Context: an optimization exercise on an open-source flow, tuned for small area. The choices shown serve that exercise and are no tape-out recipe.
In this exercise RTL edits were held to simulation tests only and were not proved equivalent to the original.
Power is estimated from default activity; no workload was simulated. The clock port is modelled as an ideal driver; clocking choices that lean on that would not hold on a real chip.

## apb_modport
module apb_modport
(
    input  logic                  pclk,
    input  logic                  presetn,
    input  logic                  transfer,
    input  logic                  READ_WRITE,
    input  logic [ADDR_WIDTH-1:0] apb_write_paddr,
    input  logic [ADDR_WIDTH-1:0] apb_read_paddr,
    input  logic [DATA_WIDTH-1:0] apb_write_data,
    output logic [DATA_WIDTH-1:0] apb_read_data_out
);
For scale: roughly 38 I/O pins.
export LEC_CHECK = 0
export CAP_MARGIN = 20
export CORE_MARGIN = 2
export CORE_UTILIZATION = 86
export PLACE_DENSITY = 0.92
export SLEW_MARGIN = 20
export SYNTH_HIERARCHICAL = 1
create_clock -name core_clock -period 8.0 [get_ports {pclk}]
standard.sh (not shown) runs the stock make flow with config.mk's settings and CLKGATE_MAP_FILE= SYNTH_SCRIPT=/design/flow/synth_recipe.tcl, a recipe that flattens the netlist after the stock synthesis.
==> flow/flow/run.sh <==
#!/bin/bash
# Standard layout with three changes: after synthesis, cells that synthesis
# upsized go back to their smallest size (placement repair resizes where it
# must); the clock tree is built without dummy loads and with larger sink
# clusters; and every port still gets a buffer, but the smallest one.
set -euo pipefail
here=$(pwd)
export CTS_ARGS="-sink_clustering_enable -repair_clock_nets -dont_use_dummy_load -sink_clustering_size 32 -sink_clustering_max_diameter 90 -buf_list sky130_fd_sc_hd__clkbuf_16"
bash standard.sh synth POST_SYNTH_TCL=$here/flow/downsize.tcl > synth.log 2>&1
bash standard.sh finish POST_SYNTH_TCL=$here/flow/downsize.tcl BUFFER_PORTS_ARGS="-buffer_cell sky130_fd_sc_hd__buf_1" > finish.log 2>&1
==> flow/flow/downsize.tcl <==
# Run after synthesis (POST_SYNTH_TCL): set every combinational cell that
# synthesis upsized back to its smallest drive strength. Placement's
# repair_design and repair_timing size up again wherever slew, capacitance
# or timing need it. Flip-flops, buffers and tie cells are left alone.
set db [ord::get_db]
set swapped 0
foreach inst [[ord::get_db_block] getInsts] {
  set master [$inst getMaster]
  if {![regexp {^sky130_fd_sc_hd__(\w+)_(\d+)$} [$master getName] -> base drive]} { continue }
  if {[regexp {^(df|dl|sdf|sdl|edf|sedf|conb|clk|buf|dly|tap|fill|decap|diode|ebuf|einv|lpflow|probe)} $base]} { continue }
  set best $master
  foreach d {0 1} {
    set m [$db findMaster sky130_fd_sc_hd__${base}_$d]
    if {$m ne "NULL" && [$m getWidth] < [$best getWidth]} { set best $m }
  }
  if {$best ne $master} {
    $inst swapMaster $best
    incr swapped
  }
}
puts "downsize: $swapped cells set to their smallest drive strength"
The first run completed with no timing, DRC or antenna violations.
Rerun with:
CAP_MARGIN = 5   (was 20)
CORE_UTILIZATION = 78   (was 86)
PLACE_DENSITY = 0.86   (was 0.92)
SLEW_MARGIN = 5   (was 20)
The new run ran to the end with violations: capacitance limit, slew limit; non-clock buffer count decreases by 1; global-route usage decreases by 4.4 points; power hardly moves; sequential power hardly moves; final cell count increases slightly; area after synthesis stays the same.
Rerun with:
CAP_MARGIN = 20   (was 5)
CORE_UTILIZATION = 82   (was 78)
PLACE_DENSITY = 0.89   (was 0.86)
SLEW_MARGIN = 20   (was 5)
The new run finished with timing, DRC and antenna clean.
Die area drops by a few percent.
Fmax rose by a few percent.
Hold slack barely changes.
Count of clock-buffer cells in the layout is unchanged.
Rerun with:
--- a/flow/flow/run.sh
+++ b/flow/flow/run.sh
@@ -7,3 +7,3 @@
 here=$(pwd)
-export CTS_ARGS="-sink_clustering_enable -repair_clock_nets -dont_use_dummy_load -sink_clustering_size 32 -sink_clustering_max_diameter 90 -buf_list sky130_fd_sc_hd__clkbuf_16"
+export CTS_ARGS="-sink_clustering_enable -repair_clock_nets -dont_use_dummy_load -sink_clustering_size 16 -sink_clustering_max_diameter 50 -buf_list sky130_fd_sc_hd__clkbuf_8"
 bash standard.sh synth POST_SYNTH_TCL=$here/flow/downsize.tcl > synth.log 2>&1
CORE_UTILIZATION = 78   (was 82)
PLACE_DENSITY = 0.86   (was 0.89)
=> Via count rises by 0.31%. Worst setup slack is worse by 0.053 ns. Design area grows by 0.71%. Wire length came out higher by 2.3%. Global-route usage goes down by 1.3 points. Combinational power barely changes. Clock-buffer cell count goes up by 174. Non-clock buffer count rose by 12. Fmax goes down by 0.96%.
Rerun with:
==> flow/flow/run.sh (replaced) <==
#!/bin/bash
# Standard layout with two changes: after synthesis, cells that synthesis
# upsized go back to their smallest size (placement repair resizes where it
# must), and the clock tree is built without dummy loads and with larger
# sink clusters.
set -euo pipefail
here=$(pwd)
export CTS_ARGS="-sink_clustering_enable -repair_clock_nets -dont_use_dummy_load -sink_clustering_size 16 -sink_clustering_max_diameter 50 -buf_list sky130_fd_sc_hd__clkbuf_8"
bash standard.sh synth POST_SYNTH_TCL=$here/flow/downsize.tcl > synth.log 2>&1
bash standard.sh finish POST_SYNTH_TCL=$here/flow/downsize.tcl > finish.log 2>&1
CORE_UTILIZATION = 45   (was 78)
PLACE_DENSITY = 0.55   (was 0.86)
What happened:
- The new run passed the timing, design-rule and antenna checks
- setup slack is worse by 0.036 ns
- utilization fell by 31 points
- die area rose by 73%
- global-route usage fell by 16 points
- sequential power is about the same
- via count fell by about 3.8%
- synthesized area is unchanged
- clock power rose by about 20%

-- afterwards: timing with drivers on the ports --
The results above use ideal ports. As a check the final layouts listed here were re-extracted and re-timed, cells and wires unchanged. Step 1 (the two cells are an assumption about what drives the block):
set clk [get_ports {pclk}]
set_driving_cell -lib_cell sky130_fd_sc_hd__clkbuf_16 $clk
set_driving_cell -lib_cell sky130_fd_sc_hd__buf_2 [delete_from_list [all_inputs] $clk]
Step 2 moves the port delays by t, midway between the first and last clock arrival at a register: inputs arrive t later, outputs are due t later. That takes back most of the time a late clock gives input paths. a / b / c = ideal / step 1 / step 2; a / b = the first two.
run | t (ns) | slack for setup (ns) | pins driven straight from the clock port
the first run | 0.953 | 2.342 / 2.342 / 2.342 | 1
the second run | 0.944 | 2.313 / 2.313 / 2.313 | 1
the third run | 0.959 | 2.499 / 2.499 / 2.499 | 1
the fourth run | 1.191 | 2.446 / 2.446 / 2.446 | 1
the fifth run | 1.237 | 2.410 / 2.410 / 2.410 | 1
